From an optimization exercise on the open Yosys and OpenROAD flow, aimed at small area; shortcuts taken in it are not production practice. Where RTL was checked, it was by simulation tests only, not by an equivalence proof against the original. For runs 1 and 4 to 6, only the layout was checked, not whether the RTL still works. Power and IR drop assume default switching activity.

==> design/flow/design.v <==
package calc_pkg;
	typedef enum logic [2:0] {
		OP_WRITE       = 3'd0,
		OP_READ        = 3'd1,
		OP_READ2       = 3'd2,
		OP_WRITE_READ  = 3'd3,
		OP_WRITE_READ2 = 3'd4,
		OP_LESS        = 3'd5,
		OP_XOR         = 3'd6,
		OP_SHIFT       = 3'd7
	} calc_op_e;
	typedef logic [16-1:0] calc_word_t;
	typedef logic [5-1:0] calc_addr_t;
	typedef union packed {
		logic [16*8-1:0]     flat;
		logic [0:16-1][7:0] chars;
	} lcd_line_u;
endpackage
`timescale 1ns/1ns
module calc_top (
	input  logic                        PB1,
	input  logic                        reset,
	input  logic                        cmd_load,
	input  logic                        step,
	input  logic                        hold,
	input  logic [4-1:0]    nibble,
	output logic [16*8-1:0] line_top,
	output logic [16*8-1:0] line_bottom,
	output logic                        line_valid
);
	logic [2:0]  op;
	logic [3:0]  count;
	logic        step_q;
	logic        step_evt;
	logic        wr_en;
	logic        show;
	logic [4:0]  rd_addr_a;
	logic [4:0]  rd_addr_b;
	logic [4:0]  wr_addr;
	logic [15:0] entry_data;
	logic [3:0]  shift_amt;
	logic [4:0]  port_addr;
	logic [15:0] port;
	logic [15:0] wr_word;
	logic [15:0] top_bits;
	logic [15:0] bot_bits;
	logic        shown;
	logic        top_word;
	wire op_two  = (op == calc_pkg::OP_READ2) || (op == calc_pkg::OP_WRITE_READ2);
	wire op_one  = (op == calc_pkg::OP_READ) || (op == calc_pkg::OP_WRITE_READ);
	wire need_b  = op_two || (op == calc_pkg::OP_LESS) || (op == calc_pkg::OP_XOR);
	assign step_evt = step & ~step_q & ~hold & ~cmd_load;
	wire op_w   = (op == calc_pkg::OP_WRITE);
	wire op_r   = (op == calc_pkg::OP_READ);
	wire op_r2  = (op == calc_pkg::OP_READ2);
	wire op_wr  = (op == calc_pkg::OP_WRITE_READ);
	wire op_wr2 = (op == calc_pkg::OP_WRITE_READ2);
	wire op_lx  = (op == calc_pkg::OP_LESS) || (op == calc_pkg::OP_XOR);
	wire op_sh  = (op == calc_pkg::OP_SHIFT);
	wire has_b  = op_r2 || op_wr2 || op_lx;
	wire do_a_hi  = !op_w && count == 4'd1;
	wire do_a_lo  = !op_w && count == 4'd2;
	wire do_b_hi  = has_b && count == 4'd3;
	wire do_b_lo  = has_b && count == 4'd4;
	wire do_w_hi  = (op_w && count == 4'd1) || ((op_wr || op_sh) && count == 4'd3) ||
	                ((op_wr2 || op_lx) && count == 4'd5);
	wire do_w_lo  = (op_w && count == 4'd2) || ((op_wr || op_sh) && count == 4'd4) ||
	                ((op_wr2 || op_lx) && count == 4'd6);
	wire do_data  = (op_w && count >= 4'd3 && count <= 4'd6) ||
	                (op_wr && count >= 4'd5 && count <= 4'd8) ||
	                (op_wr2 && count >= 4'd7 && count <= 4'd10);
	wire do_shamt = op_sh && count == 4'd5;
	wire do_write = ((op_w || op_lx) && count == 4'd7) || (op_wr && count == 4'd9) ||
	                (op_wr2 && count == 4'd11) || (op_sh && count == 4'd6);
	wire do_show  = ((op_w || op_lx) && count == 4'd8) || (op_r && count == 4'd3) ||
	                (op_r2 && count == 4'd5) || (op_wr && count == 4'd10) ||
	                (op_wr2 && count == 4'd12) || (op_sh && count == 4'd7);
	always_ff @(posedge PB1) begin
		if (reset) begin
			op     <= calc_pkg::OP_WRITE;
			count  <= '0;
			step_q <= 1'b0;
			wr_en  <= 1'b0;
			show   <= 1'b0;
		end else begin
			step_q <= step;
			wr_en  <= step_evt && (do_write);
			show   <= step_evt && (do_show);
			if (cmd_load) begin
				op    <= nibble[2:0];
				count <= '0;
			end else if (hold) begin
				count <= '0;
			end else if (step_evt) begin
				count <= (do_show) ? 4'd0 : count + 4'd1;
			end
		end
	end
	logic [16*32-1:0] ring;
	logic [4:0]  rot;
	logic        clr;
	logic        pend;
	logic [4:0]  pend_addr;
	logic [4:0]  pend_slot;
	logic        pend_on;
	logic        zero_fill;
	logic [15:0] ins_data;
	logic [3:0]  ins_sel;
	assign zero_fill = reset || clr;
	assign pend_on   = pend || wr_en;
	assign pend_slot = pend_addr - rot;
	assign ins_data  = zero_fill ? 16'd0 : entry_data;
	always_comb begin
		for (int k = 0; k < 4; k++)
			ins_sel[k] = zero_fill || (pend_on && pend_slot == 5'(8*k + 1));
	end
	always_ff @(posedge PB1) begin
		for (int s = 0; s < 32; s++) begin
			if (s % 8 == 0 && ins_sel[s/8])
				ring[16*s +: 16] <= ins_data;
			else
				ring[16*s +: 16] <= ring[16*((s+1) % 32) +: 16];
		end
	end
	always_ff @(posedge PB1) begin
		if (reset) begin
			rot   <= '0;
			clr   <= 1'b1;
			pend  <= 1'b0;
		end else begin
			rot <= rot + 5'd1;
			if (rot == 5'd6) clr <= 1'b0;
			pend <= pend_on && (ins_sel == 4'd0);
		end
	end
	logic        a_ok, b_ok;
	logic [15:0] a_word, b_word;
	logic        tap_hit;
	logic [15:0] tap_word;
	logic        got;
	logic [15:0] got_word;
	wire         look_b = a_ok && need_b;
	logic [10:0] tap_sel;
	logic [2:0]  op_nx;
	logic [4:0]  a_nx, b_nx, look_nx, slot_nx;
	logic        a_ok_nx;
	always_comb begin
		op_nx = reset ? calc_pkg::OP_WRITE : (cmd_load ? nibble[2:0] : op);
		a_nx  = rd_addr_a;
		b_nx  = rd_addr_b;
		if (step_evt && do_a_hi) a_nx[4:1] = nibble;
		if (step_evt && do_a_lo) a_nx[0]   = nibble[0];
		if (step_evt && do_b_hi) b_nx[4:1] = nibble;
		if (step_evt && do_b_lo) b_nx[0]   = nibble[0];
		a_ok_nx = !(reset || a_step) && (a_ok || got);
		look_nx = (a_ok_nx && (op_nx == calc_pkg::OP_READ2 || op_nx == calc_pkg::OP_WRITE_READ2 ||
		           op_nx == calc_pkg::OP_LESS || op_nx == calc_pkg::OP_XOR)) ? b_nx : a_nx;
		slot_nx = look_nx - (reset ? 5'd0 : rot + 5'd1);
	end
	always_ff @(posedge PB1) begin
		for (int t = 0; t < 11; t++)
			tap_sel[t] <= (slot_nx == 5'(3*t));
	end
	always_comb begin
		tap_word = '0;
		for (int t = 0; t < 11; t++)
			tap_word = tap_word | ({16{tap_sel[t]}} & ring[16*3*t +: 16]);
	end
	assign tap_hit = |tap_sel;
	assign got      = clr || tap_hit;
	assign got_word = clr ? 16'd0 : tap_word;
	wire a_step = step_evt && (do_a_hi || do_a_lo);
	wire b_step = step_evt && (do_b_hi || do_b_lo);
	wire [15:0]  cur_word = look_b ? b_word : a_word;
	wire         cur_ok   = look_b ? b_ok : a_ok;
	wire [15:0]  cap      = cur_ok ? cur_word : got_word;
	wire upd   = wr_en || (pend && ins_sel != 4'd0);
	wire a_upd = upd && (rd_addr_a == pend_addr);
	wire b_upd = upd && (rd_addr_b == pend_addr);
	always_ff @(posedge PB1) begin
		a_word <= a_upd ? entry_data : (look_b ? a_word : cap);
		b_word <= b_upd ? entry_data : (look_b ? cap : b_word);
		a_ok   <= a_ok_nx;
		b_ok   <= !(reset || b_step) && (b_ok || (look_b && got));
	end
	logic a_lt_b;
	always_comb begin
		a_lt_b = 1'b0;
		for (int i = 0; i < 15; i++)
			a_lt_b = (a_word[i] == b_word[i]) ? a_lt_b : b_word[i];
		a_lt_b = (a_word[15] == b_word[15]) ? a_lt_b : a_word[15];
	end
	always_comb begin
		case (op)
			calc_pkg::OP_LESS:  wr_word = {15'd0, a_lt_b};
			calc_pkg::OP_XOR:   wr_word = a_word ^ b_word;
			default:            wr_word = a_word >> shift_amt;
		endcase
	end
	always_ff @(posedge PB1) begin
		if (step_evt) begin
			if (do_a_hi)  rd_addr_a[4:1] <= nibble;
			if (do_a_lo)  rd_addr_a[0] <= nibble[0];
			if (do_b_hi)  rd_addr_b[4:1] <= nibble;
			if (do_b_lo)  rd_addr_b[0] <= nibble[0];
			if (do_w_hi)  wr_addr[4:1] <= nibble;
			if (do_w_lo)  wr_addr[0] <= nibble[0];
			if (do_shamt) shift_amt <= nibble;
		end
		if (step_evt && do_data)
			entry_data <= {entry_data[11:0], nibble};
		else if (step_evt && do_write && (op == calc_pkg::OP_LESS || op == calc_pkg::OP_XOR || op == calc_pkg::OP_SHIFT))
			entry_data <= wr_word;
		if (step_evt && do_write)
			pend_addr <= wr_addr;
	end
	always_ff @(posedge PB1) begin
		if (reset) begin
			top_bits   <= '0;
			bot_bits   <= '0;
			shown      <= 1'b0;
			top_word   <= 1'b0;
			line_valid <= 1'b0;
		end else begin
			line_valid <= show;
			if (show) begin
				shown    <= 1'b1;
				top_word <= op_two;
				if (op_two)      top_bits <= a_word;
				else if (op_one) top_bits <= {rd_addr_a, 11'd0};
				else             top_bits <= {wr_addr, 11'd0};
				if (op_two || op_one) bot_bits <= cap;
				else                  bot_bits <= entry_data;
			end
		end
	end
	always_comb begin
		for (int i = 0; i < 16; i++) begin
			line_top[127-8*i -: 8]    = {3'b001, (i < 5) ? shown : top_word, 3'b000, top_bits[15-i]};
			line_bottom[127-8*i -: 8] = {3'b001, shown, 3'b000, bot_bits[15-i]};
		end
	end
endmodule
==> design/flow/flow/run.sh <==
#!/bin/bash
# Standard layout (the standard.sh: standard synthesis and ORFS steps) with these changes:
#  - constant output ports share tie cells in groups of up to 8 (flow/split_ties.tcl)
#    instead of one tie cell per port
#  - CTS inserts no dummy loads, and uses smaller clock buffers in larger sink clusters
#  - port buffers are the smallest buffer
set -euo pipefail
export SKIP_REPAIR_TIE_FANOUT=1
export POST_FLOORPLAN_TCL="$PWD/flow/split_ties.tcl"
export CTS_ARGS="-sink_clustering_enable -repair_clock_nets -dont_use_dummy_load -buf_list {sky130_fd_sc_hd__clkbuf_4 sky130_fd_sc_hd__clkbuf_8} -sink_clustering_size 16 -sink_clustering_max_diameter 80"
export BUFFER_PORTS_ARGS="-buffer_cell sky130_fd_sc_hd__buf_1"
bash standard.sh > flow_make.log 2>&1
==> design/flow/flow/split_ties.tcl <==
# Run after floorplan (POST_FLOORPLAN_TCL). Synthesis leaves one tie cell per constant value;
# give every group of up to 8 loads of a tie net its own tie cell, so that no tie net is long,
# while not spending a tie cell on every constant output port.
set group_size 8
set block [ord::get_db_block]
set made 0
set ties {}
foreach inst [$block getInsts] {
  if {[[$inst getMaster] getName] eq "sky130_fd_sc_hd__conb_1"} { lappend ties $inst }
}
foreach inst $ties {
  set master [$inst getMaster]
  foreach iterm [$inst getITerms] {
    set pin [[$iterm getMTerm] getName]
    if {$pin ne "HI" && $pin ne "LO"} { continue }
    set net [$iterm getNet]
    if {$net eq "NULL"} { continue }
    set loads {}
    foreach it [$net getITerms] {
      if {[$it getInst] eq $inst} { continue }
      lappend loads [list "[[$it getInst] getName]/[[$it getMTerm] getName]" i $it]
    }
    foreach bt [$net getBTerms] { lappend loads [list [$bt getName] b $bt] }
    set loads [lsort -dictionary -index 0 $loads]
    set n [llength $loads]
    # the first group stays on the existing tie
    for {set i $group_size} {$i < $n} {incr i $group_size} {
      set name "tie_split_${made}"
      set tie [odb::dbInst_create $block $master $name]
      set tnet [odb::dbNet_create $block "${name}_net"]
      [$tie findITerm $pin] connect $tnet
      foreach l [lrange $loads $i [expr {$i + $group_size - 1}]] {
        set obj [lindex $l 2]
        $obj disconnect
        $obj connect $tnet
      }
      incr made
    }
  }
}
puts "split_ties: added $made tie cells"
==> design/flow/standard.sh <==
#!/bin/bash
# synth_recipe.tcl (not shown) runs the flow's synth.tcl, then flattens the netlist and writes it again
# the make line also repeats each setting of config.mk as NAME=value (left out here)
make -C /OpenROAD-flow-scripts/flow DESIGN_CONFIG=/design/flow/config.mk WORK_HOME=/design/flow/orfs CLKGATE_MAP_FILE= SYNTH_SCRIPT=/design/flow/synth_recipe.tcl "${@:-finish}"
==> design/flow/config.mk <==
export PLATFORM = sky130hd
export DESIGN_NAME = calc_top
export DESIGN_NICKNAME = calc_top
export VERILOG_FILES = /design/flow/design.v
export SDC_FILE = /design/flow/constraint.sdc
export NUM_CORES = 4
export LEC_CHECK = 0
export ABC_AREA = 1
export CAP_MARGIN = 20
export CORE_MARGIN = 2
export CORE_UTILIZATION = 40
export SLEW_MARGIN = 20
==> design/flow/constraint.sdc <==
create_clock -name core_clock -period 10.0 [get_ports {PB1}]
set_input_delay 2.0000 -clock core_clock [delete_from_list [all_inputs] [get_ports {PB1}]]
set_output_delay 2.0000 -clock core_clock [all_outputs]
set_load 0.01 [all_outputs]
==> results.txt, run 1 <==
- The gate count after technology mapping is 2167.
- The kind of critical path is in -> reg.
- The worst path needs 4.79 ns of the cycle, external delays included.
- The area growth from synthesis to layout is 0.314%.
- The count of cell types in the netlist is 53.
- Dividing total power by cell area gives a power density of 189 nW/um2.
- The CTS tree is done.
- The routability congestion estimate is 0.884.
- The post-CTS repair timing setup buffer count is 0.
- The number of buffers inserted during clock tree synthesis is 47.
- The leakage power of the design is 8.69 nW.
- Counting along the longest clock path gives a buffer depth of 3.
- For the final routed database, the setup TNS stands at 0 ns.
- The transition time of the tightest slew-check pin is 0.942 ns.
- The fill cell total of the finished layout is 5117.
- The final number of setup-violating endpoints is 0.
- The via-per-instance ratio is 4.91.
- The number of design-rule violations left by the first detailed-router iteration is 932.
- For this run, the total global-route usage over all layers was measured as 0.176.
- The total of cells resized after clock tree synthesis is 0.
- The clock net in this run drives a total of 649 sinks.
- For this run, design rule violations remaining after detail routing come to 0.
- The flow ran to the end and the layout has no timing, DRC or antenna violations.
- The via count of the first global-routing pass came to 13073.
- Setup repair after global routing left no endpoint under its margin.
- Dividing the final minimum period by the clock period gives 0.479.
- The initial antenna violation count is 0.
- The hold violation total from the final report came to 0.
- The synthesized design contains 649 register bits.
- STA classifies the critical path endpoint as a register.
- The die covers 55600 um2.
- The synthesized netlist occupies a cell area of 21500 um2.
- The startpoint kind of the worst setup timing path is an input port.
- The largest net degree at the start of global routing is 46.
- Headroom to the max-slew limit came out at 0.372.
- The largest incremental delay on the critical path is 0.45 ns.
- The dominant synthesized flop cell is dfxtp_1.
- In this run the count of I/O pins placed on the die edge is 266.
- The clock latency on the worst-skew pair is 0.66 ns.
- The number of buffers added on ports is 73.
- The cell sitting at the root of the clock tree is a clkbuf_8.
- The number of nets in the synthesized netlist is 2194.
- The core area is 52900 um2.
- Traced cell by cell, the critical path runs through clkbuf_2 > buf_4 > inv_1 > o21ai_0 > a21oi_1 > or2_2 > nand3_4 > mux2i_1 > inv_1 > fa_1 > o21ai_0 > xnor2_1 > or2_4 > nand2_4 > nand2_2 > nor2_1.
- At the end of the flow the core is filled with cells to 0.408.
- The worst-case clock skew is 0.0708 ns.
- The synthesis warning total is 1.
- The number of diodes added for antenna fixing is 0.
- The first detailed-routing pass ran for 5 iterations.
- The share of synthesized area occupied by flip-flops and latches is 0.638.
- After floorplanning, the core was divided into 84 placement rows.
- For this block, the via count after detailed routing is 13372.
- The post-synthesis async set-or-reset flop share is 0.
- The kind of cell with the highest combined delay along the critical path is simple AND/OR/NAND/NOR gates.
- The final max-slew violation count came to 0.
- The synthesized area divided by synthesized cell count is 9.93 um2.
- The fraction of final layout cells sized beyond drive strength 1 is 0.0556.
- Data on the critical path is required at its endpoint by 10.56 ns.
- The number of hold buffers added after CTS was 0.
- The x dimension of the die is 236 um.
- The class of the most critical hold timing path is reg -> reg.
- The first-pass GRT wire length is 75700 um.
- The count of flip-flops with a built-in enable after synthesis is 72.
- Detailed placement finished with a half-perimeter wire length of 33200 um.
- In the layout the commonest cells are 577 x dfxtp_1, 500 x nand2_1, 158 x o21ai_0.
- Derived from the worst setup path, the maximum achievable clock frequency is 0.209 GHz.
- The clock slew seen by the registers of the worst setup and hold paths is 0.10 ns.
- The die span in y is 236 um.
- The count of nets left with antenna violations once routing finished came out at 0.
- For this run the aggregate overflow at the end of global routing stands at 0.
- STA puts the critical path data arrival time at 5.36 ns.
- Max-cap violations in this run came to 0.
- The number of nets at the end of the flow is 2063.
- The most frequent standard cell in the layout excluding fill and tap cells is dfxtp_1.
- In the final routed layout, each cell accounts on average for 18.2 um.
- The number of buffers and inverters on the critical path is 4.
- The routed design has 49400 um of wire.
- For this configuration, the core starts out at a cell density of 0.407.
- The worst vdd rail ir drop is 0.0933 mV.
- The highest-delay cell along the critical path is fa_1.
- The count of H-tree levels built during CTS is 2.
- The maximum fanout along the worst path is 40.
-- registers in the layout, indices dropped and copies added, names as in the netlist, 3 cells and up --
register and cells:
shift_amt 4, rd_addr_a 5, b_word 16, rd_addr_b 5, top_bits 16, entry_data 16, pend_addr 5, count 4
ring 512, op 3, tap_sel 11, rot 5, bot_bits 16, wr_addr 5, a_word 16
-- per-stage QoR --
stage	cells	setup WS (ns)	area, um2	hold slack, ns	power (W)
final	2722	5.21	21600	0.308	0.00409
after global routing	2722	4.96	21600	0.303	0.00424
after CTS	2722	5.24	21600	0.293	0.00412
after detailed placement	2675	4.60	20900	0.312	0.00296
after global placement	2675	4.70	20900	0.310	0.00296
after floorplan	2167	5.49	21500	0.310	0.00295
-- layer usage --
layer	vias to the layer above	global-route usage	wire length [um]
met5	-	0	0
met4	0	0.0554	1380
met3	97	0.0384	3170
met2	439	0.291	22900
met1	6380	0.228	22000
li1	6456	-	-
-- synth_stat cells, drive strengths merged, types with 7 or more instances --
library cell  count  area share
a221oi           10      0.0041
inv             132       0.023
o21ai           165       0.039
nand4            33      0.0096
a21oi            87       0.020
nor3              8      0.0021
edfxtp           72        0.10
clkbuf           57       0.010
nand2           506       0.089
nand3            43       0.012
or2               9      0.0027
ha               16      0.0093
nor4              8      0.0023
xor2             16      0.0065
mux2i             9      0.0042
o211ai           12      0.0042
nor2            109       0.020
dfxtp           577        0.54
a22o              7      0.0029
o31ai             8      0.0028
buf             240       0.082
-- power by group --
| group | switching [W] | leakage, nW | internal, W |
|---|---|---|---|
| Clock | 0.000759 | 0.338 | 0.000422 |
| Sequential | 0.0000227 | 5.34 | 0.00266 |
| Combinational | 0.000172 | 3.01 | 0.0000543 |
| Total | 0.000954 | 8.69 | 0.00313 |
-- worst paths after layout --
kind / slack, ns / cells past startpoint / startpoint / to
worst min-delay path: 0.31 / 0 / ring[428] / ring[412]
worst min register to register: 0.31 / 0 / ring[428] / ring[412]
worst max-delay path: 5.21 / 16 / reset / tap_sel[8]
worst max register to register: 6.38 / 11 / pend_addr[0] / a_word[3]
-- cells by family (layout without fill, tap and decap cells) --
family	count (synthesis)	after routing	synth area share
buf+inv	430	275	0.115
xor+xnor	22	22	0.00896
simple gates	717	717	0.138
fa+ha+maj	18	18	0.0112
other cells	2	24	0.000349
flops	649	649	0.638
compound gates	320	320	0.0840
mux	9	9	0.00419
-- area by class of cell --
type	instances	area (um2)	area share
inverters	133	499	0.0231
flip-flops and latches	649	13700	0.636
well taps	688	861	0.0399
multi-input cells	1110	5420	0.251
repair buffers	95	440	0.0204
clock buffers	47	647	0.0300
-- worst register-to-register path: stages (launching register included) --
cell	delay [ns]
edfxtp_1	0.39
inv_1	0.09
ha_1	0.21
fa_1	0.42
xor2_1	0.15
nand2_1	0.07
nor3_2	0.22
nand2_1	0.12
nand3_1	0.12
or2_1	0.15
nand3_2	0.47
nand2_1	0.79
==> inputs of run 2 (changes only) <==
--- a/design/flow/design.v
+++ b/design/flow/design.v
@@ -116,8 +116,9 @@
 	end
 	always_ff @(posedge PB1) begin
 		for (int s = 0; s < 32; s++) begin
-			if (s % 8 == 0 && ins_sel[s/8])
-				ring[16*s +: 16] <= ins_data;
+			if (s % 8 == 0)
+				ring[16*s +: 16] <= (ring[16*(s+1) +: 16] & {16{!ins_sel[s/8]}}) |
+				                    (entry_data & {16{ins_sel[s/8] && !zero_fill}});
 			else
 				ring[16*s +: 16] <= ring[16*((s+1) % 32) +: 16];
 		end
@@ -171,15 +172,15 @@
 	assign got_word = clr ? 16'd0 : tap_word;
 	wire a_step = step_evt && (do_a_hi || do_a_lo);
 	wire b_step = step_evt && (do_b_hi || do_b_lo);
-	wire [15:0]  cur_word = look_b ? b_word : a_word;
-	wire         cur_ok   = look_b ? b_ok : a_ok;
-	wire [15:0]  cap      = cur_ok ? cur_word : got_word;
+	wire         b_hold = b_ok || !look_b;
+	wire [15:0]  a_next = a_ok ? a_word : got_word;
+	wire [15:0]  b_next = b_hold ? b_word : got_word;
 	wire upd   = wr_en || (pend && ins_sel != 4'd0);
 	wire a_upd = upd && (rd_addr_a == pend_addr);
 	wire b_upd = upd && (rd_addr_b == pend_addr);
 	always_ff @(posedge PB1) begin
-		a_word <= a_upd ? entry_data : (look_b ? a_word : cap);
-		b_word <= b_upd ? entry_data : (look_b ? cap : b_word);
+		a_word <= a_upd ? entry_data : a_next;
+		b_word <= b_upd ? entry_data : b_next;
 		a_ok   <= a_ok_nx;
 		b_ok   <= !(reset || b_step) && (b_ok || (look_b && got));
 	end
@@ -229,8 +230,9 @@
 				if (op_two)      top_bits <= a_word;
 				else if (op_one) top_bits <= {rd_addr_a, 11'd0};
 				else             top_bits <= {wr_addr, 11'd0};
-				if (op_two || op_one) bot_bits <= cap;
-				else                  bot_bits <= entry_data;
+				if (op_two)      bot_bits <= b_next;
+				else if (op_one) bot_bits <= a_next;
+				else             bot_bits <= entry_data;
 			end
 		end
 	end
--- a/design/flow/flow/run.sh
+++ b/design/flow/flow/run.sh
@@ -7,6 +7,6 @@
 set -euo pipefail
 export SKIP_REPAIR_TIE_FANOUT=1
 export POST_FLOORPLAN_TCL="$PWD/flow/split_ties.tcl"
-export CTS_ARGS="-sink_clustering_enable -repair_clock_nets -dont_use_dummy_load -buf_list {sky130_fd_sc_hd__clkbuf_4 sky130_fd_sc_hd__clkbuf_8} -sink_clustering_size 16 -sink_clustering_max_diameter 80"
+export CTS_ARGS="-sink_clustering_enable -repair_clock_nets -dont_use_dummy_load -buf_list {sky130_fd_sc_hd__clkbuf_4 sky130_fd_sc_hd__clkbuf_8} -sink_clustering_size 20 -sink_clustering_max_diameter 60"
 export BUFFER_PORTS_ARGS="-buffer_cell sky130_fd_sc_hd__buf_1"
 bash standard.sh > flow_make.log 2>&1
--- a/design/flow/config.mk
+++ b/design/flow/config.mk
@@ -6,7 +6,7 @@
 export NUM_CORES = 4
 export LEC_CHECK = 0
 export ABC_AREA = 1
-export CAP_MARGIN = 20
+export CAP_MARGIN = 0
 export CORE_MARGIN = 2
-export CORE_UTILIZATION = 40
-export SLEW_MARGIN = 20
+export CORE_UTILIZATION = 60
+export SLEW_MARGIN = 0
==> run 2 against run 1 <==
  * Still clean
  * Cell count fell by 8.9%
  * Maximum frequency rose by 5.0%
  * Wire length decreased by 1.8%
  * First-iteration DRC count is 0.97% lower
  * Clock power is 3% lower
  * Count of clock-buffer cells in the layout is 4 lower
  * Worst setup slack better by 0.23 ns
  * Register-to-register slack barely moved
  * Via count decreased by 1.1%
  * Sequential share of layout area up 0.31 points
  * Hold slack worse by 0.031 ns
  * Critical path depth increased by 2
==> results.txt, run 2 <==
- The HPWL after detailed placement is 31800 um.
- Before antenna repair, the detailed router went through 5 iterations.
- The critical path goes through clkbuf_2 > buf_4 > inv_2 > o21ai_1 > a21oi_1 > o21ai_0 > inv_2 > nand2_2 > nor2_1 > a31oi_1 > ha_1 > fa_1 > o21ai_0 > xnor2_1 > nand3b_1 > nand2_2 > nand2_1 > nor2_1.
- The worst-case clock skew is 0.0766 ns.
- In this run, placement finished with an instance count of 2437.
- The congestion estimate from routability-driven global placement came to 0.925.
- Setup violations remaining at the end of the flow were counted as 0.
- VDD sags by at most 0.158 mV.
- The first global-routing pass estimated 73300 um of wire.
- After floorplanning, the core was sized to cover 34700 um2.
- Yosys instantiated no cell more often than dfxtp_1.
- The largest area contributor in the netlist is dfxtp_1.
- The starting density of the core is 0.613.
- For flop-to-flop paths, the worst setup slack is 6.38 ns.
- The clock drives 649 sinks.
- Buffers added to address setup during post-CTS repair amount to 0.
- The area growth from synthesis to layout is -1.47%.
- TritonCTS built the clock tree.
- The share of synthesized area occupied by flip-flops and latches is 0.629.
- The analysis attributes to net switching a power of 0.000870 W.
- The total routing usage reported by global routing is 0.264.
- The clock latency on the worst-skew pair is 0.65 ns.
- The library cell used most frequently in the layout, excluding fill and tap cells, is dfxtp_1.
- Ranked by flip-flop count, first place goes to ring.
- The x dimension of the die is 192 um.
- Post-CTS repair changed the size of 0 cells.
- The startpoint kind of the worst setup timing path is an input port.
- In this run the number of H-tree levels came out at 2.
- After detailed routing, the met2 layer carries 22000 um of wire.
- Of the cells placed in the final design, the portion with a size suffix greater than 1 is 0.0509.
- The number of buffers inserted during clock tree synthesis is 43.
- Clock tree synthesis selected as its root buffer the cell clkbuf_8.
- In this run the worst path has a maximum fanout of 33.
- The kind of critical path is in -> reg.
- The floorplan has 68 rows.
- The count of flip-flops with a built-in enable after synthesis is 40.
- The initial antenna violation count was 1.
- After synthesis, the share of flip-flops with an asynchronous set or reset is 0.
- The die covers 37000 um2.
- Of the total power, the clock network draws 0.293.
- At the worst endpoint, the required time is 10.54 ns.
- The final period utilization is 0.457.
- The detailed router used layers up to and including met4.
- The startpoint of the tightest hold check path is ring[218].
- Counting every instance in the synthesized netlist gives 2159.
- The number of maximum-capacitance constraint violations is 0.
- The switching power share of the total is 0.223.
- 0 antenna diodes ended up in the layout.
- The worst hold path was traced through 0 stages.
- Global routing finished with a remaining overflow of 0.
- The met3 wire length is 2830 um.
- The flip-flop count of the largest register, all copies and words added is 512.
- The dominant synthesized flop cell is dfxtp_1.
- In the synthesized netlist, the cells that appear most often are 609 x dfxtp_1, 447 x nand2_1, 226 x buf_4.
- The synthesized area divided by synthesized cell count is 9.86 um2.
- The flow ran to the end and the layout has no timing, DRC or antenna violations.
- Measured on the finished design, the core utilization comes to 0.604.
- In this run, synthesis produced a sequential element count of 649.
- Sorting the synthesized cells by area gives the leading types as dfxtp_1 57%, buf_4 8.0%, nand2_1 7.9%.
- The leakage power of the design is 8.27 nW.
- In the layout the commonest cells are 609 x dfxtp_1, 447 x nand2_1, 150 x o21ai_0.
- Pin placement for this block handled 266 I/O pins.
- The number of design-rule violations left by the first detailed-router iteration is 923.
- The class of the most critical hold timing path is reg -> reg.
- The highest-delay cell along the critical path is fa_1.
- The number of remaining DRC errors is 0.
- Data arrives at the worst endpoint at 5.11 ns.
- Port buffering added 73 buffers.
- The final max-slew violation count is 0.
- The number of antenna-violating nets in the routed design is 0.
- Setup repair after global routing left no endpoint under its margin.
- The total wire length is 48500 um.
- The hold violation total from the final report is 0.
- The final-layout setup total negative slack is 0 ns.
- STA classifies the critical path endpoint as a register.
- Entering global routing, the biggest net connects 36 pins.
- The worst register-to-register path begins at tap_sel[0].
- The count of cell types in the netlist is 58.
- Headroom to the max-slew limit came out at 0.221.
- The terminating pin of the worst hold path is ring[202].
- The share of Yosys cell area claimed by the top area cell type is 0.573.
- The number of hold buffers added after CTS is 0.
- For this run, the number of Yosys warnings is 1.
- Measured in cells, the most critical reg-to-reg path has a length of 15.
- The final route contains 13225 vias.
- In this run the vertical extent of the chip is 192 um.
- The final total power is 0.00390 W.
- Dividing total power by cell area gives a power density of 186 nW/um2.
- The number of nets at the end of the flow is 2054.
- The number of nets in the synthesized netlist is 2186.
- Clock-pin slew was measured on the worst setup and hold paths at 0.11 ns.
- For the pin with the worst max-slew slack, the measured transition is 1.17 ns.
- The internal cell power is 0.00303 W.
- After the flow finishes, the layout carries non-filler instances totaling 2480.
- The endpoint of the lowest-slack register-to-register path is tap_sel[0].
- The largest incremental delay on the critical path is 0.41 ns.
- The number of buffers on the longest clock path is 3.
- The share of total power dissipated in sequential elements is 0.673.
- The average routed wire per standard cell is 19.6 um.
- The via count of the first global-routing pass is 12626.
- Dividing the detail-routed via count by the number of cells gives 5.33.
- The logic gate share of total power is 0.034.
- The cell area after technology mapping is 21300 um2.
- Timing would allow up to 0.219 GHz.
- Counting I/O delays and the setup requirement, the final critical path takes 4.57 ns.
- The met1 wire length is 22800 um.
## run 2: cell types whose count changed after synthesis, moves of 13 or more
| cell | change |
|---|---|
| nand2_1 | -53 |
| edfxtp_1 | -32 |
| o21ai_1 | +62 |
| buf_2 | -13 |
| a21oi_1 | -23 |
| dfxtp_1 | +32 |
## run 2: area by class of cell
cell class / instances / area (um2)
clock buffers: 43 / 592
flip-flops and latches: 649 / 13400
inverters: 145 / 547
repair buffers: 91 / 410
multi-input cells: 1097 / 5460
fillers: 3043 / 13700
well taps: 455 / 569
## run 2: worst max-delay path, delay by kind of cell
kind                     cells  cell delay, ns
buffers and inverters        4            0.81
AND/OR/NAND/NOR              6            0.78
AO/OA/AOI/OAI                5            0.75
adder cells (fa/ha/maj)      2            0.63
XOR/XNOR                     1            0.11
## run 2: cells by family (layout without fill, tap and decap cells)
family,Yosys count,after routing,share of synthesized area
multiplexers,8,8,0.00382
adder cells (fa/ha/maj),18,18,0.0113
AO/OA/AOI/OAI,376,376,0.101
other,2,24,0.000353
buffers and inverters,435,279,0.118
flip-flops,649,649,0.629
XOR/XNOR,22,22,0.00941
AND/OR/NAND/NOR,649,649,0.127
## run 2: worst max path at each step
stage	from	slack, ns	cells past startpoint	endpoint
5_1_grt	reset	5.18	19	tap_sel[0]
4_1_cts	reset	5.48	17	tap_sel[0]
3_5_place_dp	reset	4.83	17	tap_sel[0]
3_3_place_gp	reset	4.89	17	tap_sel[5]
6_report	reset	5.43	18	tap_sel[0]
2_1_floorplan	step	5.47	15	tap_sel[0]
## run 2: power by group through the flow
stage               clock network [W]  registers [W]  logic (W)
global route                  0.00126        0.00262   0.000148
global placement                    0        0.00268   0.000131
CTS                           0.00117        0.00262   0.000132
floorplan                           0        0.00267   0.000152
detailed placement                  0        0.00268   0.000132
finish                        0.00114        0.00262   0.000133
## run 2: per-stage QoR
| step | worst slack [ns] | hold slack, ns | area (um2) |
|---|---|---|---|
| after floorplan | 5.47 | 0.310 | 21300 |
| after global placement | 4.89 | 0.310 | 20400 |
| after detailed placement | 4.83 | 0.312 | 20400 |
| after CTS | 5.48 | 0.277 | 21000 |
| after global routing | 5.18 | 0.285 | 21000 |
| final | 5.43 | 0.277 | 21000 |
## run 2: metal layers
metal  up-vias  global-route usage
met5         -                   0
met4         0              0.0631
met3        73              0.0367
met2       397               0.426
met1      6313               0.375
li1       6442                   -
==> inputs of run 3 (changes only) <==
--- a/design/flow/config.mk
+++ b/design/flow/config.mk
@@ -6,7 +6,7 @@
 export NUM_CORES = 4
 export LEC_CHECK = 0
 export ABC_AREA = 1
-export CAP_MARGIN = 0
+export CAP_MARGIN = 20
 export CORE_MARGIN = 2
 export CORE_UTILIZATION = 60
-export SLEW_MARGIN = 0
+export SLEW_MARGIN = 20
==> run 3 against run 2 <==
  * Cell count is essentially flat
  * Maximum frequency is essentially flat
  * Clock power is essentially flat
  * Via count grew 0.47%
  * Synthesized area is the same
  * Die area is the same
  * Register-to-register slack is essentially flat
  * Wire length is essentially flat
  * Flip-flop and latch count is the same
==> results.txt, run 3 <==
- The beginning of the worst register-to-register path is tap_sel[0].
- From bottom edge to top edge, the die measures 192 um.
- STA puts the critical path data required time at 10.54 ns.
- The floorplan has 68 rows.
- Of all nets on the critical path, the largest fanout is 33.
- The final-layout setup total negative slack is 0 ns.
- For the pin with the worst max-slew slack, the measured transition is 1.18 ns.
- The register with the most flip-flops in the layout has 512 of them.
- The highest-delay cell along the critical path is fa_1.
- After detailed routing, the average wire length per cell comes to 19.6 um.
- The number of antenna-violating nets in the routed design is 0.
- The clock latency on the worst-skew pair is 0.65 ns.
- The number of maximum-capacitance constraint violations is 0.
- Setup slack closes at 5.43 ns.
- After clock tree synthesis, the clock-pin slew on the worst setup and hold paths is 0.11 ns.
- The number of buffers on the longest clock path is 3.
- The worst reg-to-reg path cell count is 15.
- The first global-routing pass estimated 73300 um of wire.
- In the post-synthesis netlist, the biggest area contributors are dfxtp_1 57%, buf_4 8.0%, nand2_1 7.9%.
- The most frequent standard cell in the layout excluding fill and tap cells is dfxtp_1.
- The via count of the first global-routing pass is 12626.
- The worst register-to-register path ends at tap_sel[0].
- Relative to the synthesized area, the layout overhead comes to -1.40%.
- The final max-slew violation count was 0.
- The critical path is of the in -> reg type.
- The class of the most critical hold timing path is reg -> reg.
- Counting I/O delays and the setup requirement, the final critical path takes 4.57 ns.
- Entering global routing, the biggest net connects 36 pins.
- STA classifies the critical path startpoint as an input port.
- The critical path contains buffers and inverters numbering 4 combined.
- Of the post-synthesis cell area, the dominant cell type holds 0.573.
- The post-CTS repair timing setup buffer count is 0.
- The leftover overflow at the end of global routing is 0.
- STA classifies the critical path endpoint as a register.
- The starting density of the core is 0.613.
- The synthesized design spends more area on one cell type than any other, namely dfxtp_1.
- The leading cell type by number of instances after synthesis is dfxtp_1.
- The hold violation total from the final report was 0.
- Leaving out fill and tap cells, the most frequent cells in the layout are 609 x dfxtp_1, 447 x nand2_1, 150 x o21ai_0.
- The tree is rooted in a clkbuf_8.
- Setup violations remaining at the end of the flow were counted as 0.
- The number of buffers added on ports is 73.
- The terminating pin of the worst hold path is ring[202].
- The x dimension of the die is 192 um.
- The flow ran to the end and the layout has no timing, DRC or antenna violations.
- For this run, the top clock speed supported by timing is 0.219 GHz.
- The final cell area excluding filler cells is 21000 um2.
- The count of flip-flops with a built-in enable after synthesis is 40.
- The worst endpoint data arrival time is 5.11 ns.
- Dividing total power by cell area gives a power density of 186 nW/um2.
- The clock tree synthesis step divided the H-tree into 2 levels.
- The total placed instance area is 20400 um2.
- The via-per-instance ratio is 5.36.
- OpenSTA, run right after detailed placement, puts the worst setup slack at 4.83 ns.
- Of the cells placed in the final design, the portion with a size suffix greater than 1 is 0.0513.
- 266 I/O pins were placed.
- The synthesized area divided by synthesized cell count is 9.86 um2.
- Counting every instance in the synthesized netlist gives 2159.
- The number of hold buffers added after CTS is 0.
- The number of diodes added for antenna fixing is 0.
- The number of nets at the end of the flow is 2055.
- The detailed router finished its first iteration with 965 violations.
- The cell area after technology mapping is 21300 um2.
- In the finished design, the share of the clock period the worst path needs comes to 0.457.
- The floorplan step defined a core boundary enclosing 34700 um2.
- The worst-case IR drop observed on VDD is 0.158 mV.
- The number of nets handed over by synthesis was 2186.
- The clock net in this run drives a total of 649 sinks.
- The total routing usage reported by global routing is 0.264.
- The register bit total from synthesis is 649.
- Wires add up to 48600 um.
- The number of remaining DRC errors is 0.
- In this run the static leakage power is 8.28 nW.
- The critical path depth is 18.
- Among all flip-flop cells after synthesis, the most frequent one is dfxtp_1.
- In this run the most critical hold path is launched from ring[218].
- The wire-length estimate of the detail-placed layout is 31800 um.
- The post-synthesis async set-or-reset flop share is 0.
- Counting flops per register, the top entry is ring.
- For the final database, setup skew stands at 0.0803 ns.
- The worst hold path was traced through 0 stages.
- The first-pass detailed-route iteration total is 5.
- The share of synthesized area occupied by flip-flops and latches is 0.629.
- TritonCTS built the clock tree.
- Measured on the finished design, the core utilization comes to 0.605.
- The initial antenna violation count was 1.
- The via count of the routed design is 13287.
- The worst slew slack as a fraction of its limit is 0.215.
- Setup repair after global routing left no endpoint under its margin.
- Counting the buffers created by CTS gives 43.
- The count of cell types in the netlist is 58.
- Walking the worst path, the cells encountered are clkbuf_2 > buf_4 > inv_2 > o21ai_1 > a21oi_1 > o21ai_0 > inv_2 > nand2_2 > nor2_1 > a31oi_1 > ha_1 > fa_1 > o21ai_0 > xnor2_1 > nand3b_1 > nand2_2 > nand2_1 > nor2_1.
- The family of cells with the greatest summed delay on the critical path is buffers and inverters.
- By count the netlist is led by 609 x dfxtp_1, 447 x nand2_1, 226 x buf_4.
- The synthesis warning total is 1.
- The worst register-to-register path has a setup slack of 6.37 ns.
- The final total power is 0.00389 W.
- The largest incremental delay on the critical path is 0.41 ns.
- The die area is 37000 um2.
- The total of cells resized after clock tree synthesis is 0.
- The routability congestion estimate is 0.925.
==> run 3: cell counts after synthesis <==
No cell type changed its count.
==> run 3: worst max path at each step <==
stage                             to  startpoint
final                     tap_sel[0]       reset
after global routing      tap_sel[0]       reset
after CTS                 tap_sel[0]       reset
after detailed placement  tap_sel[0]       reset
after global placement    tap_sel[5]       reset
after floorplan           tap_sel[0]        step
==> run 3: area by class of cell <==
type,instances,area [um2]
multi-input cells,1097,5460
repair buffers,92,425
inverters,145,547
well taps,455,569
clock buffers,43,592
fillers,3041,13700
flip-flops and latches,649,13400
==> run 3: logic make-up after synthesis <==
logic type | Yosys count | synth area share
fa+ha+maj | 18 | 0.0113
compound gates | 376 | 0.101
xor+xnor | 22 | 0.00941
flops | 649 | 0.629
mux | 8 | 0.00382
other cells | 2 | 0.000353
simple gates | 649 | 0.127
buf+inv | 435 | 0.118
==> run 3: stage by stage <==
stage	cells	hold slack, ns
6_report	2481	0.272
5_1_grt	2481	0.285
4_1_cts	2480	0.277
3_5_place_dp	2437	0.312
3_3_place_gp	2437	0.310
2_1_floorplan	2159	0.310
==> run 3: power by group <==
part           switching, W  leakage, nW  total (W)  internal [W]
logic              0.000108         2.70   0.000133     0.0000249
registers        0.00000797         5.26    0.00262       0.00261
clock network      0.000753        0.309    0.00114      0.000388
==> run 3: metal layers <==
layer	track usage	up-vias	part of all wire	wire, um
met4	0.0631	0	0.020	961
met5	0	-	0	0
met1	0.375	6378	0.47	22700
met2	0.426	384	0.45	22100
li1	-	6454	-	-
met3	0.0367	71	0.057	2790
==> inputs of run 4 (changes only) <==
--- a/design/flow/design.v
+++ b/design/flow/design.v
@@ -141,48 +141,61 @@
 	logic        got;
 	logic [15:0] got_word;
 	wire         look_b = a_ok && need_b;
-	logic [10:0] tap_sel;
+	wire a_hi_evt = step_evt && do_a_hi;
+	wire a_lo_evt = step_evt && do_a_lo;
+	wire b_hi_evt = step_evt && do_b_hi;
+	wire b_lo_evt = step_evt && do_b_lo;
+	wire a_wait   = !op_w && count == 4'd2;
+	wire b_wait   = has_b && count == 4'd4;
+	logic [7:0]  tap_sel;
+	logic        tap_odd;
 	logic [2:0]  op_nx;
 	logic [4:0]  a_nx, b_nx, look_nx, slot_nx;
-	logic        a_ok_nx;
+	logic        a_ok_nx, b_ok_nx;
 	always_comb begin
 		op_nx = reset ? calc_pkg::OP_WRITE : (cmd_load ? nibble[2:0] : op);
 		a_nx  = rd_addr_a;
 		b_nx  = rd_addr_b;
-		if (step_evt && do_a_hi) a_nx[4:1] = nibble;
-		if (step_evt && do_a_lo) a_nx[0]   = nibble[0];
-		if (step_evt && do_b_hi) b_nx[4:1] = nibble;
-		if (step_evt && do_b_lo) b_nx[0]   = nibble[0];
-		a_ok_nx = !(reset || a_step) && (a_ok || got);
+		if (a_hi_evt) a_nx[4:1] = nibble;
+		if (a_lo_evt) a_nx[0]   = nibble[0];
+		if (b_hi_evt) b_nx[4:1] = nibble;
+		if (b_lo_evt) b_nx[0]   = nibble[0];
+		if (reset || a_hi_evt) a_ok_nx = 1'b0;
+		else if (a_lo_evt)     a_ok_nx = got;
+		else                   a_ok_nx = a_ok || (got && !a_wait);
+		if (reset || b_hi_evt) b_ok_nx = 1'b0;
+		else if (b_lo_evt)     b_ok_nx = look_b && got;
+		else                   b_ok_nx = b_ok || (look_b && got && !b_wait);
 		look_nx = (a_ok_nx && (op_nx == calc_pkg::OP_READ2 || op_nx == calc_pkg::OP_WRITE_READ2 ||
 		           op_nx == calc_pkg::OP_LESS || op_nx == calc_pkg::OP_XOR)) ? b_nx : a_nx;
-		slot_nx = look_nx - (reset ? 5'd0 : rot + 5'd1);
-	end
-	always_ff @(posedge PB1) begin
-		for (int t = 0; t < 11; t++)
-			tap_sel[t] <= (slot_nx == 5'(3*t));
+		slot_nx = {look_nx[4:1], 1'b0} - (reset ? 5'd0 : rot + 5'd1);
+	end
+	always_ff @(posedge PB1) begin
+		for (int t = 0; t < 8; t++)
+			tap_sel[t] <= (slot_nx == 5'(4*t)) || (slot_nx == 5'(4*t - 1));
+		tap_odd <= (slot_nx[1:0] == 2'd3);
 	end
 	always_comb begin
 		tap_word = '0;
-		for (int t = 0; t < 11; t++)
-			tap_word = tap_word | ({16{tap_sel[t]}} & ring[16*3*t +: 16]);
-	end
-	assign tap_hit = |tap_sel;
+		for (int t = 0; t < 8; t++)
+			tap_word = tap_word | ({16{tap_sel[t]}} & ring[16*4*t +: 16]);
+	end
+	wire look_lo = look_b ? (b_lo_evt ? nibble[0] : rd_addr_b[0]) :
+	                        (a_lo_evt ? nibble[0] : rd_addr_a[0]);
+	assign tap_hit = (|tap_sel) && (tap_odd == look_lo);
 	assign got      = clr || tap_hit;
 	assign got_word = clr ? 16'd0 : tap_word;
-	wire a_step = step_evt && (do_a_hi || do_a_lo);
-	wire b_step = step_evt && (do_b_hi || do_b_lo);
 	wire         b_hold = b_ok || !look_b;
 	wire [15:0]  a_next = a_ok ? a_word : got_word;
 	wire [15:0]  b_next = b_hold ? b_word : got_word;
 	wire upd   = wr_en || (pend && ins_sel != 4'd0);
-	wire a_upd = upd && (rd_addr_a == pend_addr);
-	wire b_upd = upd && (rd_addr_b == pend_addr);
+	wire a_upd = upd && (a_nx == pend_addr);
+	wire b_upd = upd && (b_nx == pend_addr);
 	always_ff @(posedge PB1) begin
 		a_word <= a_upd ? entry_data : a_next;
 		b_word <= b_upd ? entry_data : b_next;
 		a_ok   <= a_ok_nx;
-		b_ok   <= !(reset || b_step) && (b_ok || (look_b && got));
+		b_ok   <= b_ok_nx;
 	end
 	logic a_lt_b;
 	always_comb begin
--- a/design/flow/config.mk
+++ b/design/flow/config.mk
@@ -5,7 +5,6 @@
 export SDC_FILE = /design/flow/constraint.sdc
 export NUM_CORES = 4
 export LEC_CHECK = 0
-export ABC_AREA = 1
 export CAP_MARGIN = 20
 export CORE_MARGIN = 2
 export CORE_UTILIZATION = 60
==> run 4 against run 3 <==
  * Wire length barely moved
  * Hold slack improved by 0.026 ns
  * Still clean on timing, DRC and antenna
  * Non-clock buffer count rose by 6
  * Critical endpoint is now tap_sel[4]
  * Synthesized cell count fell by 15%
==> results.txt, run 4 <==
- The flow ran to the end and the layout has no timing, DRC or antenna violations.
- The first global-routing pass estimated 73000 um of wire.
- For this block, the routed nets add up to 48600 um of wire.
- The number of standard cells in the final layout excluding fillers is 2159.
- Entering global routing, the biggest net connects 41 pins.
- In this run the power density over the cells is 185 nW/um2.
- The commonest cells after synthesis are 607 x dfxtp_1, 224 x buf_4, 129 x nor2_1.
- The final-layout setup total negative slack is 0 ns.
- The number of clock buffers added by TritonCTS is 42.
- The floorplan step defined a die boundary enclosing 37300 um2.
- The required time of the worst setup path is 10.46 ns.
- The number of buffers added on ports is 73.
- At the end of routability-driven placement, the weighted congestion stood at 0.945.
- The number of antenna-violating nets in the routed design is 0.
- Summed over all nets, wire length on met3 after detailed routing comes to 2750 um.
- In the global route stage, overall resource usage came out at 0.256.
- The count of H-tree levels built during CTS is 2.
- The multi-input combinational cells in the finished layout cover a total of 5980 um2.
- Synthesis produced a netlist with a net count of 1866.
- The average instance in the mapped netlist occupies 11.7 um2.
- The synthesized netlist contains 82 unique library cells.
- After detailed placement, the design holds a cell count of 2117.
- Clock-pin slew was measured on the worst setup and hold paths at 0.11 ns.
- The synthesis warning total is 1.
- The leading cell type by number of instances after synthesis is dfxtp_1.
- The register bit total from synthesis is 647.
- The detailed router used layers up to and including met4.
- The starting density of the core is 0.607.
- The worst pin sits at a relative slew slack of 0.282.
- The final max-slew violation count is 0.
- The setup slack after placement is 3.11 ns.
- The nature of the critical path endpoint is a register.
- For the pin with the worst max-slew slack, the measured transition is 1.07 ns.
- The time the final worst path needs with I/O delays and setup is 6.37 ns.
- The number of hold buffers added after CTS is 0.
- The number of remaining DRC errors is 0.
- The die is 193 um wide.
- For this run, the leading register cell type out of synthesis is dfxtp_1.
- In the final design database the tool counted 1724 nets.
- TritonCTS built the clock tree.
- The class of the most critical hold timing path is reg -> reg.
- The first detailed-routing pass took 5 iterations.
- The final number of setup-violating endpoints is 0.
- By startpoint and endpoint, the worst setup path is classified as in -> reg.
- The share of synthesized area occupied by flip-flops and latches is 0.622.
- The die span in y is 193 um.
- Clock skew on the completed layout was measured at 0.0700 ns.
- The register area is 13400 um2.
- The library cells used most frequently in the layout, excluding fill and tap cells, are 606 x dfxtp_1, 128 x nor2_1, 95 x mux2i_1.
- The gate count after technology mapping is 1842.
- Using the TritonRoute via totals, the vias-per-cell ratio works out to 5.64.
- The cell area after technology mapping is 21500 um2.
- Yosys mapped a number of flops with a built-in enable equal to 40.
- The filler cells instantiated in the layout total 2924.
- The total area inside the core boundary comes to 35400 um2.
- Setup repair after global routing left no endpoint under its margin.
- The via count of the first global-routing pass was 11996.
- Wire segments on met2 add up to 22100 um in the final route.
- The initial antenna violation count is 0.
- The analysis attributes to cell leakage a power of 8.16 nW.
- The total number of clock tree sinks is 647.
- The post-synthesis async set-or-reset flop share is 0.
- Timing would allow up to 0.157 GHz.
- The largest area contributor in the netlist is dfxtp_1.
- The most frequent standard cell in the layout excluding fill and tap cells is dfxtp_1.
- Yosys attributes the largest share of cell area to dfxtp_1 57%, buf_4 7.8%, edfxtp_1 5.6%.
- The final period utilization is 0.637.
- The leftover overflow at the end of global routing is 0.
- The register with the most flip-flops in the final layout is ring.
- The number of gates resized after CTS was 0.
- The worst setup path is launched from an input port.
- The worst-case IR drop observed on VDD is 0.176 mV.
- The clock passes through at most 3 buffers.
- The root cell of the clock tree is clkbuf_8.
- The number of diodes added for antenna fixing is 0.
- Of the cells placed in the final design, the portion with a size suffix greater than 1 is 0.0789.
- The hold violation total from the final report is 0.
- The register with the most flip-flops in the layout has 512 of them.
- At the end of the flow the core is filled with cells to 0.598.
- Detailed placement finished with a half-perimeter wire length of 31300 um.
- Data on the critical path arrives at its endpoint at 6.84 ns.
- The clock latency on the worst-skew pair is 0.63 ns.
- After detailed routing, the wire length on met1 is 22700 um.
- The number of design-rule violations left by the first detailed-router iteration is 929.
- Compared with the post-synthesis result, the final layout area differs by -1.47%.
- The number of maximum-capacitance constraint violations is 0.
- The maximum fanout along the worst path is 11.
- The final critical-path setup slack is 3.63 ns.
- Across all layers, the routed design uses 12170 vias.
- After detailed routing, the average wire length per cell comes to 22.5 um.
- The share of synthesized area in the top cell type comes to 0.566.
- The initialized floorplan defines 69 standard-cell rows.
- In this run the count of I/O pins placed on the die edge is 266.
- The post-CTS repair timing setup buffer count is 0.
-- run 4: per-stage QoR --
stage	hold slack, ns	total power, W	instance area [um2]
2_1_floorplan	0.310	0.00285	21500
3_3_place_gp	0.310	0.00284	20600
3_5_place_dp	0.312	0.00284	20600
4_1_cts	0.301	0.00393	21200
5_1_grt	0.293	0.00404	21200
6_report	0.298	0.00391	21200
-- run 4: path summary, 6_finish.rpt --
kind | from | cells past startpoint | to | slack [ns]
worst max-delay path | cmd_load | 19 | tap_sel[4] | 3.63
worst min-delay path | ring[107] | 0 | ring[91] | 0.30
worst max register to register | op[0] | 17 | tap_sel[4] | 4.46
worst min register to register | ring[107] | 0 | ring[91] | 0.30
-- run 4: worst max-delay path, cell delays in order --
cell and delay (ns):
buf_1 0.19, nor4b_4 0.69, nand4_1 0.27, inv_2 0.15
nand3_1 0.11, nand4_1 0.24, nand4b_4 0.18, a21oi_4 0.31
nor2_1 0.12, a222oi_1 0.37, ha_1 0.35, o21a_1 0.16
o21ai_0 0.14, a21boi_0 0.16, o21a_1 0.24, nor2_1 0.43
nor2_1 0.11, a2111oi_0 0.50, nand2_1 0.10
-- run 4: logic make-up after synthesis --
logic type | after synthesis | share of synthesized area
AO/OA/AOI/OAI | 333 | 0.108
XOR/XNOR | 36 | 0.0147
adder cells (fa/ha/maj) | 18 | 0.0105
buffers and inverters | 363 | 0.106
flip-flops | 647 | 0.622
multiplexers | 141 | 0.0701
other | 2 | 0.000350
AND/OR/NAND/NOR | 302 | 0.0687
-- run 4: final cells by class --
type                            instances  area share
Clock buffer                           42      0.0273
Timing Repair Buffer                   98      0.0219
Sequential cell                       647       0.631
Tap cell                              461      0.0273
Inverter                               57      0.0101
Multi-Input combinational cell        854       0.283
-- run 4: power breakdown --
group / switching (W) / internal, W
logic: 0.000130 / 0.0000396
clock network: 0.000743 / 0.000380
registers: 0.0000113 / 0.00261
total: 0.000885 / 0.00303
-- run 4: layer usage --
layer  vias up  track usage
met3        69       0.0460
met1      5969        0.358
met5         -            0
met2       342        0.409
met4         0       0.0741
li1       5790            -
==> inputs of run 5 (changes only) <==
--- a/design/flow/config.mk
+++ b/design/flow/config.mk
@@ -5,6 +5,7 @@
 export SDC_FILE = /design/flow/constraint.sdc
 export NUM_CORES = 4
 export LEC_CHECK = 0
+export ABC_AREA = 1
 export CAP_MARGIN = 20
 export CORE_MARGIN = 2
 export CORE_UTILIZATION = 60
==> run 5 against run 4 <==
  * Synthesized cell count is 16% higher
  * Non-clock buffer count is 10 lower
  * Combinational power is 45% higher
  * Critical path depth stayed put
  * Critical path type unchanged
  * Critical endpoint is now tap_sel[2]
  * Largest cell class unchanged
==> results.txt, run 5 <==
- The flow ran to the end and the layout has no timing, DRC or antenna violations.
- The average routed wire per standard cell is 19.3 um.
- Of the total power, the clock network draws 0.282.
- The number of buffers added on ports is 73.
- Of the post-synthesis cell area, the dominant cell type holds 0.570.
- The routed design has 47400 um of wire.
- The switching power of the nets is 0.000950 W.
- The number of nets in the synthesized netlist is 2166.
- The register with the most flip-flops in the layout has 512 of them.
- Across the routed clock network, the largest skew measured is 0.0882 ns.
- Counting along the longest clock path gives a buffer depth of 3.
- The synthesized design contains 647 register bits.
- TritonCTS built the clock tree.
- For this design the static power due to leakage is 8.31 nW.
- The dominant synthesized flop cell is dfxtp_1.
- The maximum fanout along the worst path is 30.
- Compared with the post-synthesis result, the final layout area differs by -1.64%.
- The first-pass GRT wire length is 72000 um.
- OpenSTA, run right after detailed placement, puts the worst setup slack at 4.12 ns.
- Setup violations remaining at the end of the flow were counted as 0.
- The internal cell power is 0.00308 W.
- The initial antenna violation count is 0.
- The cell area power density is 192 nW/um2.
- The final core utilization is 0.594.
- The starting density of the core is 0.604.
- The via count of the first global-routing pass came to 12422.
- The register with the most flip-flops is ring.
- The synthesized design spends more area on one cell type than any other, namely dfxtp_1.
- The fraction of final layout cells sized beyond drive strength 1 is 0.0656.
- The leftover overflow at the end of global routing is 0.
- The post-detailed-placement half-perimeter wirelength is 31600 um.
- 266 I/O pins were placed.
- Traced cell by cell, the critical path runs through buf_1 > buf_4 > inv_1 > o21ai_0 > a21oi_1 > o21a_1 > nand3_2 > o21ai_0 > ha_1 > o21ai_0 > inv_1 > nor2_1 > o21bai_1 > xor2_1 > inv_1 > nor2_1 > a22o_1 > inv_1 > nor2_1.
- Gates resized during post-CTS repair numbered 0.
- The share of total power dissipated in sequential elements is 0.657.
- The count of H-tree levels built during CTS is 2.
- The final-layout setup total negative slack is 0 ns.
- Of the available clock period, the critical path in the final layout requires 0.535.
- On the worst path, the slowest cell contributes a delay of 0.73 ns.
- The total number of clock tree sinks is 647.
- The total routing usage reported by global routing is 0.261.
- The worst slew slack as a fraction of its limit is 0.235.
- Setup repair after global routing left no endpoint under its margin.
- The synthesized area divided by synthesized cell count is 9.96 um2.
- The most common cell in the synthesized netlist is dfxtp_1.
- The first-pass detailed-route iteration total is 5.
- From bottom edge to top edge, the die measures 193 um.
- Counting the buffers created by CTS gives 44.
- STA classifies the critical path endpoint as a register.
- Counting instances in the post-synthesis netlist gives the leading cell types as 607 x dfxtp_1, 387 x nand2_1, 226 x buf_4.
- Leaving out fill and tap cells, the most frequent cell in the layout is dfxtp_1.
- The mapped netlist covers 21300 um2.
- Of all flip-flops after synthesis, the portion carrying an async set or reset was 0.
- STA classifies the critical path startpoint as an input port.
- The final max-slew violation count is 0.
- After layout, the minimum clock period comes to 5.35 ns.
- The worst endpoint data arrival time is 5.88 ns.
- The class of the most critical hold timing path is reg -> reg.
- The number of design-rule violations left by the first detailed-router iteration is 856.
- The number of hold buffers added after CTS was 0.
- Max-cap violations in this run came to 0.
- The number of rows in the core area is 69.
- The transition time of the tightest slew-check pin is 1.15 ns.
- The number of buffers and inverters on the critical path is 6.
- The filler cells instantiated in the layout total 3150.
- The number of standard cells in the final layout excluding fillers is 2457.
- The worst vdd rail ir drop is 0.156 mV.
- At the end of routability-driven placement, the weighted congestion stood at 0.976.
- Counting distinct cell types in the post-synthesis netlist gives 56.
- The post-CTS repair timing setup buffer count is 0.
- Of the synthesized area, sequential elements account for 0.626.
- STA puts the critical path data required time at 10.54 ns.
- The hold violation total from the final report is 0.
- The critical path is of the in -> reg type.
- The highest-delay cell along the critical path is inv_1.
- The root cell of the clock tree is clkbuf_8.
- Of the total power, the share spent switching nets is 0.235.
- The clock latency on the worst-skew pair is 0.64 ns.
- The number of nets at the end of the flow is 2022.
- Hold timing on the final database bottoms out at a slack of 0.310 ns.
- The via count of the routed design is 13025.
- The register area is 13400 um2.
- The share of total power dissipated in combinational logic is 0.061.
- Static timing analysis puts the maximum clock frequency at 0.187 GHz.
- The number of placed instances, taps included, is 2413.
- The clock slew seen by the registers of the worst setup and hold paths is 0.11 ns.
- Leaving out fill and tap cells, the most frequent cells in the layout are 607 x dfxtp_1, 387 x nand2_1, 196 x o21ai_0.
- In this run, synthesis inferred 40 flip-flops with an integrated enable.
- After detailed routing, the number of remaining DRC violations is 0.
- The largest net degree at the start of global routing is 70.
- The core region is 35300 um2.
- The x dimension of the die is 193 um.
- The footprint of the multi-input gates is 5510 um2.
- The synthesis warning total is 1.
- The final critical-path setup slack is 4.65 ns.
- The number of antenna-violating nets in the routed design is 0.
- The floorplan step defined a die boundary enclosing 37100 um2.
- The gate count after technology mapping is 2142.
- The via-per-instance ratio is 5.30.
- The cell family contributing the most delay on the critical path is compound AO/OA/AOI/OAI gates.
- 0 antenna diodes ended up in the layout.
- The most frequent cell on the critical path is inv_1.
- Ranked by total cell area, the synthesized netlist is headed by dfxtp_1 57%, buf_4 8.0%, nand2_1 6.8%.
==> run 5: changes by cell type in the layout (fill, tap and decap cells not counted), sizes merged, moves of 17 or more <==
cell | previous run | this run
o22ai | 29 | 7
nand2 | 66 | 405
nor2 | 131 | 81
a21oi | 61 | 37
o211ai | 2 | 21
o21ai | 47 | 237
mux2 | 42 | 2
inv | 56 | 143
nand3 | 19 | 125
mux2i | 98 | 5
xnor2 | 27 | 5
a22oi | 81 | 2
a22o | 32 | 6
nand2b | 17 | 0
==> run 5: cell type report <==
cell class,count,share of cell area
timing repair buffer,88,0.0184
tap,461,0.0275
inverter,147,0.0264
sequential,647,0.636
clock buffer,44,0.0289
multi-input combinational,1070,0.262
==> run 5: through the flow <==
stage,instance area (um2),power (W)
floorplan,21300,0.00293
global route,21000,0.00419
detailed placement,20400,0.00295
finish,21000,0.00403
global placement,20400,0.00295
CTS,21000,0.00407
==> run 5: power by group through the flow <==
stage / sequential (W) / combinational (W) / clock (W)
global placement: 0.00271 / 0.000239 / 0
CTS: 0.00265 / 0.000243 / 0.00117
floorplan: 0.00270 / 0.000234 / 0
finish: 0.00265 / 0.000246 / 0.00114
global route: 0.00265 / 0.000275 / 0.00126
detailed placement: 0.00271 / 0.000242 / 0
==> run 5: logic make-up after synthesis <==
| family | share of synthesized area |
|---|---|
| compound gates | 0.0938 |
| xor+xnor | 0.00862 |
| fa+ha+maj | 0.00915 |
| buf+inv | 0.121 |
| flops | 0.626 |
| mux | 0.00340 |
| other cells | 0.000352 |
| simple gates | 0.138 |
==> run 5: worst paths after layout <==
path	to	slack (ns)	cells after the start	from
max	tap_sel[2]	4.65	19	reset
min	ring[83]	0.31	0	ring[99]
max reg2reg	a_word[5]	5.96	13	rot[0]
min reg2reg	ring[83]	0.31	0	ring[99]
==> run 5: routing by layer <==
layer | track usage | up-vias | routed length, um
li1 | - | 6393 | -
met2 | 0.412 | 361 | 21600
met1 | 0.364 | 6180 | 21600
met3 | 0.0387 | 91 | 2670
met4 | 0.0969 | 0 | 1510
met5 | 0 | - | 0
==> inputs of run 6 (changes only) <==
--- a/design/flow/flow/run.sh
+++ b/design/flow/flow/run.sh
@@ -7,6 +7,6 @@
 set -euo pipefail
 export SKIP_REPAIR_TIE_FANOUT=1
 export POST_FLOORPLAN_TCL="$PWD/flow/split_ties.tcl"
-export CTS_ARGS="-sink_clustering_enable -repair_clock_nets -dont_use_dummy_load -buf_list {sky130_fd_sc_hd__clkbuf_4 sky130_fd_sc_hd__clkbuf_8} -sink_clustering_size 20 -sink_clustering_max_diameter 60"
+export CTS_ARGS="-sink_clustering_enable -repair_clock_nets -dont_use_dummy_load -buf_list {sky130_fd_sc_hd__clkbuf_4 sky130_fd_sc_hd__clkbuf_8} -sink_clustering_size 16 -sink_clustering_max_diameter 80"
 export BUFFER_PORTS_ARGS="-buffer_cell sky130_fd_sc_hd__buf_1"
 bash standard.sh > flow_make.log 2>&1
--- a/design/flow/config.mk
+++ b/design/flow/config.mk
@@ -8,5 +8,5 @@
 export ABC_AREA = 1
 export CAP_MARGIN = 20
 export CORE_MARGIN = 2
-export CORE_UTILIZATION = 60
+export CORE_UTILIZATION = 40
 export SLEW_MARGIN = 20
==> run 6 against run 5 <==
  * First-iteration DRC count is 15% higher
  * Via count is 0.44% higher
  * Hold slack worse by 0.0081 ns
  * Maximum frequency is 4.4% lower
  * Core utilization is 19 points lower
  * Critical path depth is 1 higher
  * Cell count is 9.2% higher
  * Total power is 0.95% higher
  * Non-clock buffer count is 2 lower
  * Largest cell class unchanged
==> results.txt, run 6 <==
- The worst path needs 5.59 ns of the cycle, external delays included.
- The first global-routing pass estimated 74500 um of wire.
- The leftover overflow at the end of global routing is 0.
- The share of total power dissipated in sequential elements is 0.651.
- The CTS tree is done.
- The switching power of the nets is 0.000972 W.
- The post-CTS repair timing setup buffer count is 0.
- STA puts the critical path data required time at 10.56 ns.
- The via count of the first global-routing pass is 12831.
- The total area inside the core boundary comes to 52700 um2.
- The tightest hold margin is 0.302 ns.
- In the routed layout, each cell is associated on average with a via count of 4.87.
- The hold violation total from the final report is 0.
- The total number of clock tree sinks is 647.
- After routing, the total negative slack on setup checks comes to 0 ns.
- The routability congestion estimate is 0.920.
- The final route contains 13082 vias.
- Clock skew on the completed layout was measured at 0.0247 ns.
- Entering global routing, the biggest net connects 70 pins.
- The floorplan has 84 rows.
- After layout, the design draws a total of 0.00407 W.
- The leakage power of the design is 8.32 nW.
- The initial antenna violation count is 0.
- The cell area power density is 191 nW/um2.
- Internal power comes to 0.00310 W.
- The final max-slew violation count is 0.
- The die area is 55200 um2.
- Static timing analysis puts the maximum clock frequency at 0.179 GHz.
- Yosys mapped a number of flops with a built-in enable equal to 40.
- The largest incremental delay on the critical path is 0.86 ns.
- The worst vdd rail ir drop is 0.0988 mV.
- Walking the worst path, the cells encountered are clkbuf_2 > inv_1 > o21ai_0 > a21oi_1 > o21a_1 > nand3_2 > nand2_1 > o21ai_0 > ha_1 > o21ai_0 > inv_1 > nor2_1 > o21bai_1 > xor2_1 > inv_1 > nor2_1 > nand2_1 > o31ai_1 > inv_1 > nor2_1.
- In the routed design, unresolved DRC markers number 0.
- The cell area after technology mapping is 21300 um2.
- The clock latency on the worst-skew pair is 0.63 ns.
- The number of buffers added on ports is 73.
- The worst setup path is launched from an input port.
- After synthesis, the share of flip-flops with an asynchronous set or reset is 0.
- For this run, the leading register cell type out of synthesis is dfxtp_1.
- The synthesis warning total is 1.
- In this run the count of I/O pins placed on the die edge is 266.
- Of the total power, the share spent switching nets is 0.239.
- For the pin with the worst max-slew slack, the measured transition is 1.10 ns.
- Post-CTS repair changed the size of 0 cells.
- The x dimension of the die is 235 um.
- After synthesis the netlist holds a flip-flop and latch count of 647.
- The most frequent cell on the critical path is inv_1.
- The count of H-tree levels built during CTS is 2.
- The synthesized area divided by synthesized cell count is 9.96 um2.
- The number of buffers on the longest clock path is 3.
- The worst slew slack as a fraction of its limit is 0.265.
- For this run, the post-layout net count is 2022.
- The area growth from synthesis to layout is -0.264%.
- In the final layout, the share of cells above drive strength 1 is 0.0656.
- The starting density of the core is 0.405.
- The worst setup path is of the in -> reg kind.
- The number of diodes added for antenna fixing is 0.
- Measured on the finished design, the core utilization comes to 0.404.
- The number of nets in the synthesized netlist is 2166.
- Setup violations remaining at the end of the flow were counted as 0.
- The flow ran to the end and the layout has no timing, DRC or antenna violations.
- Of the total power, the clock network draws 0.289.
- The gate count after technology mapping is 2142.
- The maximum fanout along the worst path is 30.
- In this run the remaining antenna-violating nets after routing total 0.
- Summed over all nets, the half-perimeter wirelength after detailed placement is 32100 um.
- The first TritonRoute pass finished after 5 iterations.
- The clock slew seen by the registers of the worst setup and hold paths is 0.10 ns.
- Of the total power, combinational logic draws 0.060.
- The register with the most flip-flops is ring.
- The final critical-path setup slack is 4.41 ns.
## run 6: worst paths after layout
| kind | startpoint | to | slack, ns | depth (start not counted) |
|---|---|---|---|---|
| min reg2reg | ring[486] | ring[470] | 0.30 | 0 |
| max reg2reg | pend_addr[0] | a_word[10] | 5.95 | 14 |
| max | reset | tap_sel[3] | 4.41 | 20 |
| min | ring[486] | ring[470] | 0.30 | 0 |
## run 6: layout make-up
cell class,instances,area (um2)
well taps,688,861
fillers,5164,31400
multi-input cells,1070,5500
flip-flops and latches,647,13400
repair buffers,86,373
inverters,147,554
clock buffers,46,633
## run 6: worst max-delay path, delay by kind of cell
| family | cells | cell delay [ns] |
|---|---|---|
| AND/OR/NAND/NOR | 6 | 0.62 |
| XOR/XNOR | 1 | 0.29 |
| adder cells (fa/ha/maj) | 1 | 0.30 |
| AO/OA/AOI/OAI | 7 | 1.27 |
| buffers and inverters | 5 | 1.66 |
## run 6: cells by family (layout without fill, tap and decap cells)
kind of cell	count (synthesis)	in the layout	synth area share
other cells	2	24	0.000352
buf+inv	447	279	0.121
simple gates	658	658	0.138
compound gates	345	345	0.0938
xor+xnor	21	21	0.00862
mux	7	7	0.00340
flops	647	647	0.626
fa+ha+maj	15	15	0.00915
## run 6: routing by layer
layer	share of wire	GRT usage	vias up
li1	-	-	6403
met5	0	0	-
met3	0.047	0.0289	87
met1	0.47	0.238	6258
met2	0.46	0.280	334
met4	0.025	0.0527	0
## run 6: power groups by stage
stage	logic, W	clock network, W	registers (W)
2_1_floorplan	0.000234	0	0.00270
3_3_place_gp	0.000236	0	0.00271
3_5_place_dp	0.000240	0	0.00271
4_1_cts	0.000241	0.00122	0.00265
5_1_grt	0.000271	0.00130	0.00265
6_report	0.000243	0.00118	0.00265
## run 6: through the flow
| step | cell area (um2) | cells |
|---|---|---|
| final | 21300 | 2684 |
| after global routing | 21300 | 2684 |
| after CTS | 21300 | 2684 |
| after detailed placement | 20600 | 2638 |
| after global placement | 20600 | 2638 |
| after floorplan | 21300 | 2142 |

[re-timing with driven ports]
In the flow no input, the clock included, has a driving cell. The finished layouts below were timed again as built, in two steps. Step 1 assumes that a clkbuf_16 drives the clock port and a buf_2 every other input. Step 2, shift: input delay + t, output delay - t, t = (earliest + latest rising clock arrival at the registers) / 2. This alone moves slack from input paths to output paths. Slacks: no drivers / after step 1 / after step 2; pairs: no drivers / after step 1.
run	shift t [ns]	setup WS [ns]
run 1	0.677	5.206 / 5.228 / 4.551
run 2	0.634	5.433 / 5.454 / 4.819
run 3	0.635	5.432 / 5.454 / 4.819
run 4	0.643	3.627 / 3.650 / 3.007
run 5	0.650	4.654 / 4.681 / 4.031
run 6	0.662	4.409 / 4.437 / 3.775
After both steps every run listed still meets setup and hold.
